Source: an optimization exercise on an open RTL-to-GDS flow (aim: small area). Production flows keep margins and buffers that such runs may drop. In this exercise RTL edits were held to simulation tests only and were not proved equivalent to the original.

==> wip/maple <==
==> flow/design.v (excerpt) <==
module rvvi_trace_top (
   input  logic                                                        rvvi,
   input  logic                                                        rst_n_i,
   input  logic                                                        rvfi_valid_i,
   input  logic [rvvi_trace_pkg::ORDER_W-1:0]                          rvfi_order_i,
   input  logic [rvvi_trace_pkg::XLEN-1:0]                             rvfi_insn_i,
   input  logic [rvvi_trace_pkg::XLEN-1:0]                             rvfi_pc_rdata_i,
   input  logic                                                        rvfi_trap_i,
   input  logic                                                        rvfi_trap_exception_i,
   input  logic                                                        rvfi_trap_debug_i,
   input  logic [rvvi_trace_pkg::EXC_CAUSE_W-1:0]                      rvfi_exc_cause_i,
   input  logic [rvvi_trace_pkg::DBG_CAUSE_W-1:0]                      rvfi_dbg_cause_i,
   input  logic                                                        rvfi_intr_i,
   input  logic                                                        rvfi_intr_interrupt_i,
   input  logic [rvvi_trace_pkg::INTR_CAUSE_W-1:0]                     rvfi_intr_cause_i,
   input  logic                                                        rvfi_nmip_i,
   input  logic [rvvi_trace_pkg::GPR_AW-1:0]                           rvfi_rd_addr_i,
   input  logic [rvvi_trace_pkg::XLEN-1:0]                             rvfi_rd_wdata_i,
   input  logic [rvvi_trace_pkg::NUM_CSR-1:0][rvvi_trace_pkg::XLEN-1:0] csr_rdata_i,
   input  logic [rvvi_trace_pkg::NUM_CSR-1:0][rvvi_trace_pkg::XLEN-1:0] csr_wdata_i,
   input  logic [rvvi_trace_pkg::NUM_CSR-1:0][rvvi_trace_pkg::XLEN-1:0] csr_rmask_i,
   input  logic [rvvi_trace_pkg::NUM_CSR-1:0][rvvi_trace_pkg::XLEN-1:0] csr_wmask_i,
   input  logic [rvvi_trace_pkg::GPR_AW-1:0]                           gpr_raddr_i,
   output logic                                                        retire_valid_o,
   output logic [rvvi_trace_pkg::XLEN-1:0]                             retire_count_o,
   output logic [rvvi_trace_pkg::XLEN-1:0]                             insn_o,
   output logic [rvvi_trace_pkg::XLEN-1:0]                             pc_o,
   output logic                                                        trap_o,
   output logic [rvvi_trace_pkg::NUM_CSR-1:0][rvvi_trace_pkg::XLEN-1:0] csr_value_o,
   output logic [rvvi_trace_pkg::NUM_CSR-1:0]                          csr_wb_o,
   output logic [rvvi_trace_pkg::XLEN-1:0]                             gpr_rdata_o,
   output logic [rvvi_trace_pkg::GPR_NUM-1:0]                          gpr_wb_o,
   output logic                                                        nmi_o,
   output logic [rvvi_trace_pkg::INTR_CAUSE_W-1:0]                     nmi_cause_o,
   output logic                                                        ibus_fault_o
);
==> flow/config.mk <==
export PLATFORM = sky130hd
export DESIGN_NAME = rvvi_trace_top
export DESIGN_NICKNAME = rvvi_trace_top
export VERILOG_FILES = /design/flow/design.v
export SDC_FILE = /design/flow/constraint.sdc
export NUM_CORES = 4
export LEC_CHECK = 0
export ABC_AREA = 1
export CAP_MARGIN = 20
export CORE_MARGIN = 2
export CORE_UTILIZATION = 60
export PLACE_DENSITY = 0.75
export SLEW_MARGIN = 20
==> flow/constraint.sdc <==
create_clock -name core_clock -period 6.0 [get_ports {rvvi}]
set_input_delay 1.2000 -clock core_clock [delete_from_list [all_inputs] [get_ports {rvvi}]]
set_output_delay 1.2000 -clock core_clock [all_outputs]
set_load 0.01 [all_outputs]
standard.sh (not shown) runs the stock make flow with config.mk's settings and CLKGATE_MAP_FILE= SYNTH_SCRIPT=/design/flow/synth_recipe.tcl, a recipe that flattens the netlist after the stock synthesis.
==> flow/flow/run.sh <==
#!/bin/bash
# Own layout flow: the standard ORFS flow, step by step, with
#  - port buffers made of the smallest buffer (buf_1) instead of clkdlybuf4s50_1
#  - clock tree synthesis without dummy loads
# Each step's full output goes to its own log file in the work folder.
set -euo pipefail
KNOBS=(
  "BUFFER_PORTS_ARGS=-buffer_cell sky130_fd_sc_hd__buf_1"
  "CTS_ARGS=-sink_clustering_enable -repair_clock_nets -dont_use_dummy_load"
)
for step in synth floorplan place cts route finish; do
  bash standard.sh "${KNOBS[@]}" "$step" > "flow_${step}.log" 2>&1
done
test -f out/final.def
==> wip/violet: changes against wip/maple <==
==> flow/flow/run.sh (replaced) <==
#!/bin/bash
# Own layout flow: the standard ORFS flow, step by step, with
#  - synthesis as standard, except that ABC maps the logic with the area
#    oriented script in flow/abc_area.script (registers are mapped before
#    ABC runs, so they come out as in the standard synthesis)
#  - port buffers made of the smallest buffer (buf_1) instead of clkdlybuf4s50_1
#  - clock tree synthesis without dummy loads, with clkbuf_8 only,
#    in clusters of up to 16 sinks within 60 um
# Each step's full output goes to its own log file in the work folder.
set -euo pipefail
W=$(pwd)
sed "s#log_cmd abc {\*}\$abc_args#log_cmd abc {*}[lreplace \$abc_args 0 1 -script $W/flow/abc_area.script]#" \
  "$FLOW_HOME/scripts/synth.tcl" > "$W/own_synth.tcl"
grep -q "abc_area.script\]" "$W/own_synth.tcl"
sed "s#\$::env(SCRIPTS_DIR)/synth.tcl#$W/own_synth.tcl#" "$W/synth_recipe.tcl" > "$W/own_synth_recipe.tcl"
grep -q "own_synth.tcl" "$W/own_synth_recipe.tcl"
KNOBS=(
  "SYNTH_SCRIPT=$W/own_synth_recipe.tcl"
  "BUFFER_PORTS_ARGS=-buffer_cell sky130_fd_sc_hd__buf_1"
  "CTS_ARGS=-sink_clustering_enable -repair_clock_nets -dont_use_dummy_load -sink_clustering_size 16 -sink_clustering_max_diameter 60 -buf_list {sky130_fd_sc_hd__clkbuf_8}"
)
for step in synth floorplan place cts route finish; do
  bash standard.sh "${KNOBS[@]}" "$step" > "flow_${step}.log" 2>&1
done
test -f out/final.def
==> flow/flow/abc_area.script (new file) <==
strash
&get -n
&fraig -x
&put
scorr
dc2
dretime
strash
&get -n
&dch -f
&nf
&put
Settings changed: CAP_MARGIN 20 to 10, CORE_UTILIZATION 60 to 35, PLACE_DENSITY 0.75 to unset, SLEW_MARGIN 20 to 10.
==> notes <==
wip/violet ran to the end with no violations. wip/maple stopped in I/O pin placement on PPL-0024.
Between wip/maple and wip/violet, the lower synthesized cell count is in wip/violet (gap about 53%, measured against wip/violet).
Against wip/maple, the area after synthesis of wip/violet is smaller by 7.9%.
==> figures <==
| item | wip/violet | wip/maple |
|---|---|---|
| Horizontal die dimension | 377 µm | 301 µm |
| Die Span Y | 377 µm | 301 µm |
| Proportion of netlist area held by the largest area contributor | 65.1% | 60.0% |
| Status | no timing/DRC/antenna violations | did not finish |
| Failing step | - | I/O pin placement |
| Adder-cell area share of the yosys netlist | 0.103% | 0.0947% |
| Cell area after technology mapping | 0.0487 mm² | 0.0529 mm² |
| Number of placement rows | 136 | 108 |
| Sequential area share after synthesis | 76.7% | 70.7% |
| Mapped Avg Cell Area | 16.2 µm² | 11.5 µm² |
| Mux contribution to synthesized area | 3.29% | 2.71% |
| Synth cell types | 51 | 46 |
| Starting density of the core | 35.3% | 60.7% |
| XOR/XNOR share of the synthesized area | 0.809% | 0.779% |
| Net count after synthesis | 3843 | 5439 |

re-timing with driven ports:
How much do the figures lean on ideal ports? The routed layout below was timed once more, with nothing changed but the port constraints. Step 1 (the two cells are an assumption about what drives the block):
set clk [get_ports {rvvi}]
set_driving_cell -lib_cell sky130_fd_sc_hd__clkbuf_16 $clk
set_driving_cell -lib_cell sky130_fd_sc_hd__buf_2 [delete_from_list [all_inputs] $clk]
Step 2 times the ports against the registers' clock, not the clock port: input delays grow and output delays shrink by t, the midpoint of the rising clock arrivals with the driver on. Three values: no drivers, after step 1, after step 2; two values: the first two.
run: wip/violet
t (ns): 0.881
slack for setup (ns): 0.580 / 0.526 / 0.385
slew at the worst register clock pin (ns): 0.11 / 0.11
After both steps wip/violet still meets setup and hold. The setup slack of wip/violet moves by -0.054 ns with the drivers and by -0.195 ns with both steps.
